Source: an optimization exercise on an open RTL-to-GDS flow (aim: a short achievable clock period and few clock cycles per item). Production flows keep margins and buffers that such runs may drop. Where RTL was checked, it was by simulation tests only, not by an equivalence proof against the original.

## the baseline
Design lc4_pipeline, start of the top module:
module lc4_pipeline #(
   parameter logic [15:0] RESET_PC = 16'h8200
) (
   input  wire         gwe,
   input  wire         i_rst_n,
   output logic [15:0] o_cur_pc,
   input  wire  [15:0] i_cur_insn,
   output logic [15:0] o_dmem_addr,
   output logic        o_dmem_we,
   output logic [15:0] o_dmem_towrite,
   input  wire  [15:0] i_cur_dmem_data,
   output logic [1:0]  o_trace_stall,
   output logic [15:0] o_trace_pc,
   output logic [15:0] o_trace_insn,
   output logic        o_trace_regfile_we,
   output logic [2:0]  o_trace_wsel,
   output logic [15:0] o_trace_wdata,
   output logic        o_trace_nzp_we,
   output logic [2:0]  o_trace_nzp_bits,
   output logic        o_trace_dmem_we,
   output logic [15:0] o_trace_dmem_addr,
   output logic [15:0] o_trace_dmem_data
);
make LEC_CHECK=0 ABC_CLOCK_PERIOD_IN_PS=2000 CAP_MARGIN=20 CORE_MARGIN=2 CORE_UTILIZATION=40 SETUP_SLACK_MARGIN=4.6 SLEW_MARGIN=20 finish   # period 7.0 ns
run.sh (not shown) runs the stock make flow with config.mk's settings and CLKGATE_MAP_FILE= SYNTH_SCRIPT=/design/flow/synth_recipe.tcl, a recipe that flattens the netlist after the stock synthesis.
Testbench counts of the baseline, summed over its fixed seeds: cycles 16,389, items 16,000.
Here is what was changed in the inputs of the candidate compared with the baseline.
--- a/flow/design.v
+++ b/flow/design.v
@@ -334,18 +334,41 @@
    logic [2:0]  w_rd;
    logic [15:0] w_pc, w_insn, w_wdata, w_daddr, w_ddata;
    logic [1:0]  t_code;
    logic        t_we, t_dwe;
    logic [2:0]  t_rd, t_nzp;
    logic [15:0] t_pc, t_insn, t_wdata, t_daddr, t_ddata;
    logic [15:0] rf [8];
+   function automatic logic [15:0] ks_add(input logic [15:0] a, input logic [15:0] b,
+                                          input logic cin);
+      logic [15:0] g0, p0, g1, p1, g2, p2, g3, p3, g4;
+      g0 = a & b;
+      p0 = a ^ b;
+      g0[0] = g0[0] | (p0[0] & cin);
+      for (int i = 0; i < 16; i++) begin
+         g1[i] = (i >= 1) ? g0[i] | (p0[i] & g0[i-1]) : g0[i];
+         p1[i] = (i >= 1) ? p0[i] & p0[i-1] : p0[i];
+      end
+      for (int i = 0; i < 16; i++) begin
+         g2[i] = (i >= 2) ? g1[i] | (p1[i] & g1[i-2]) : g1[i];
+         p2[i] = (i >= 2) ? p1[i] & p1[i-2] : p1[i];
+      end
+      for (int i = 0; i < 16; i++) begin
+         g3[i] = (i >= 4) ? g2[i] | (p2[i] & g2[i-4]) : g2[i];
+         p3[i] = (i >= 4) ? p2[i] & p2[i-4] : p2[i];
+      end
+      for (int i = 0; i < 16; i++) begin
+         g4[i] = (i >= 8) ? g3[i] | (p3[i] & g3[i-8]) : g3[i];
+      end
+      ks_add = p0 ^ {g4[14:0], cin};
+   endfunction
    logic [15:0] x_sum, x_diff, x_oth, x_res;
    always_comb begin
-      x_sum  = x_a + x_b;
-      x_diff = x_a - x_b;
+      x_sum  = ks_add(x_a, x_b, 1'b0);
+      x_diff = ks_add(x_a, ~x_b, 1'b1);
       x_oth  = ({16{x_rsel[R_AND]}}   & (x_a & x_b)) |
                ({16{x_rsel[R_OR]}}    & (x_a | x_b)) |
                ({16{x_rsel[R_XOR]}}   & (x_a ^ x_b)) |
                ({16{x_rsel[R_NOT]}}   & ~x_a) |
                ({16{x_rsel[R_PASSB]}} & x_b) |
                ({16{x_rsel[R_HI]}}    & {x_b[15:8], x_a[7:0]});
       x_res  = ({16{x_rsel[R_ADD]}} & x_sum) | ({16{x_rsel[R_SUB]}} & x_diff) | x_oth;
@@ -392,15 +415,15 @@
       l3[1] = csa_c(l2[0], l2[1], l2[2]);
       l3[2] = l2[3];
    end
    logic [15:0] m_prod, k0, k1;
    always_comb begin
       k0     = csa_s(m_pp[0], m_pp[1], m_pp[2]);
       k1     = csa_c(m_pp[0], m_pp[1], m_pp[2]);
-      m_prod = k0 + k1;
+      m_prod = ks_add(k0, k1, 1'b0);
    end
    localparam int S_XADD = 0, S_XSUB = 1, S_XOTH = 2, S_IN = 3, S_M = 4, S_MP = 5,
                   S_W = 6, S_RF = 7, S_IMM = 8, S_LATE = 9;
    logic        n_rare, n_rbre, n_bimm;
    logic [2:0]  n_ra, n_rb, n_rd, n_fs, n_ft, n_fd;
    logic        early_go, x_late;
    logic        nx_we, nx_add, nx_sub, nx_oth, nx_early, nx_late, nx_mul;
@@ -429,15 +452,15 @@
       s[10]     = hx && nx_mul_i;
       sources = s;
    endfunction
    logic [10:0] na, nb, nd;
    logic        stall_n;
    logic [15:0] rfw [8];
    logic [15:0] rfs_n, rft_n, rfd_n;
-   logic [15:0] addr_m, addr_w, addr_rf, m_addr_n;
+   logic [15:0] base_early, d_addr;
    always_comb begin
       n_rare = stall ? d_rare : f_rare;
       n_rbre = stall ? d_rbre : f_rbre;
       n_bimm = stall ? d_bimm : f_bimm;
       n_ra   = stall ? d_ra : f_ra;
       n_rb   = stall ? d_insn[2:0] : f_rb;
       n_rd   = stall ? d_rd : f_rd;
@@ -461,19 +484,17 @@
       nd = sources(n_rd, 1'b0, nx_we, d_rd, nx_add, nx_sub, nx_oth, nx_early, nx_late,
                    nx_mul, x_we, x_rd, x_late, x_mul, m_we, m_rd);
       stall_n = (n_rare && (na[10] || na[S_LATE])) || (n_rbre && (nb[10] || nb[S_LATE]));
       for (int i = 0; i < 8; i++) rfw[i] = (w_we && w_rd == 3'(i)) ? w_wdata : rf[i];
       rfs_n = rfw[n_fs];
       rft_n = rfw[n_ft];
       rfd_n = rfw[n_fd];
-      addr_m  = m_res + d_bval;
-      addr_w  = w_wdata + d_bval;
-      addr_rf = d_rfs + d_bval;
-      m_addr_n = ({16{early_go && d_sa[S_M]}} & addr_m) | ({16{early_go && d_sa[S_W]}} & addr_w) |
-                 ({16{early_go && d_sa[S_RF]}} & addr_rf) | ({16{!early_go}} & x_sum);
+      base_early = ({16{d_sa[S_M]}} & m_res) | ({16{d_sa[S_W]}} & w_wdata) |
+                   ({16{d_sa[S_RF]}} & d_rfs);
+      d_addr = ks_add(base_early, d_bval, 1'b0);
    end
    function automatic logic [15:0] pick(input logic [9:0] s,
          input logic [15:0] xsum, input logic [15:0] xdiff, input logic [15:0] mprod,
          input logic [15:0] xoth, input logic [15:0] inv, input logic [15:0] mres,
          input logic [15:0] wv, input logic [15:0] rv, input logic [15:0] iv);
       logic [15:0] early;
       early = ({16{s[S_XOTH]}} & xoth) | ({16{s[S_IN]}} & inv) | ({16{s[S_M]}} & mres) |
@@ -592,15 +613,15 @@
       x_sd      <= op_d;
       x_sd_late <= d_sd_late;
       x_sd_mul  <= d_sd_mul;
       m_rd    <= x_rd;
       m_pc    <= x_pc;
       m_insn  <= x_insn;
       m_res   <= x_early ? i_cur_dmem_data : x_res;
-      m_addr  <= m_addr_n;
+      m_addr  <= early_go ? d_addr : x_sum;
       m_taddr <= x_sum;
       m_sd    <= ({16{x_sd_late}} & i_cur_dmem_data) | ({16{x_sd_mul}} & m_prod) |
                  ({16{!x_sd_late && !x_sd_mul}} & x_sd);
       for (int i = 0; i < 3; i++) m_pp[i] <= l3[i];
       w_rd    <= m_rd;
       w_pc    <= m_pc;
       w_insn  <= m_insn;
Findings:
Higher number of instances in the synthesized netlist goes to the baseline over the candidate. The synthesized area number comes out higher for the baseline vs the candidate. Changes observed in the candidate relative to the baseline: share of cell area taken by flip-flops and latches shows an increase of 0.72 points, final instance count without filler cells decreased about 1.5%, die area has decreased, cell area down about 2%, clock insertion delay at the later pin of the skew report was more or less identical. Relative to the baseline, final-layout clock buffer total has gone down in the candidate. Between the baseline and the candidate, the post-synthesis simple-gate area fraction figures differ only marginally. The candidate — maximum frequency about 11% lower, the baseline as reference. Status: worst hold slack parity (the candidate, the baseline).
The RTL of the candidate was laid out without a check of its function.

re-timing with driven ports:
No port has a modelled driver above. Below, the same layouts with a new extraction and two added sets of constraints.
Step 1: set_driving_cell puts a clkbuf_16 on gwe and a buf_2 on each other input, an assumption about the parent block.
Step 2 adds t to the input delays and takes it off the output delays; t is the mean of the earliest and latest rising clock arrival at the registers after step 1. Input paths then give back, and output paths get back, about the clock's delay inside the block.
a / b / c = ideal / step 1 / step 2; a / b = the first two.
run	shift t [ns]	setup slack, ns	worst data-port slew with drivers (ns)
the baseline	0.720	3.946 / 3.946 / 3.497	0.11
the candidate	0.716	3.571 / 3.571 / 3.376	0.12
After both steps setup and hold are still met in every run listed. For the baseline, which loses most, drivers alone change the setup slack by 0.000 ns; drivers and shift together by -0.449 ns.
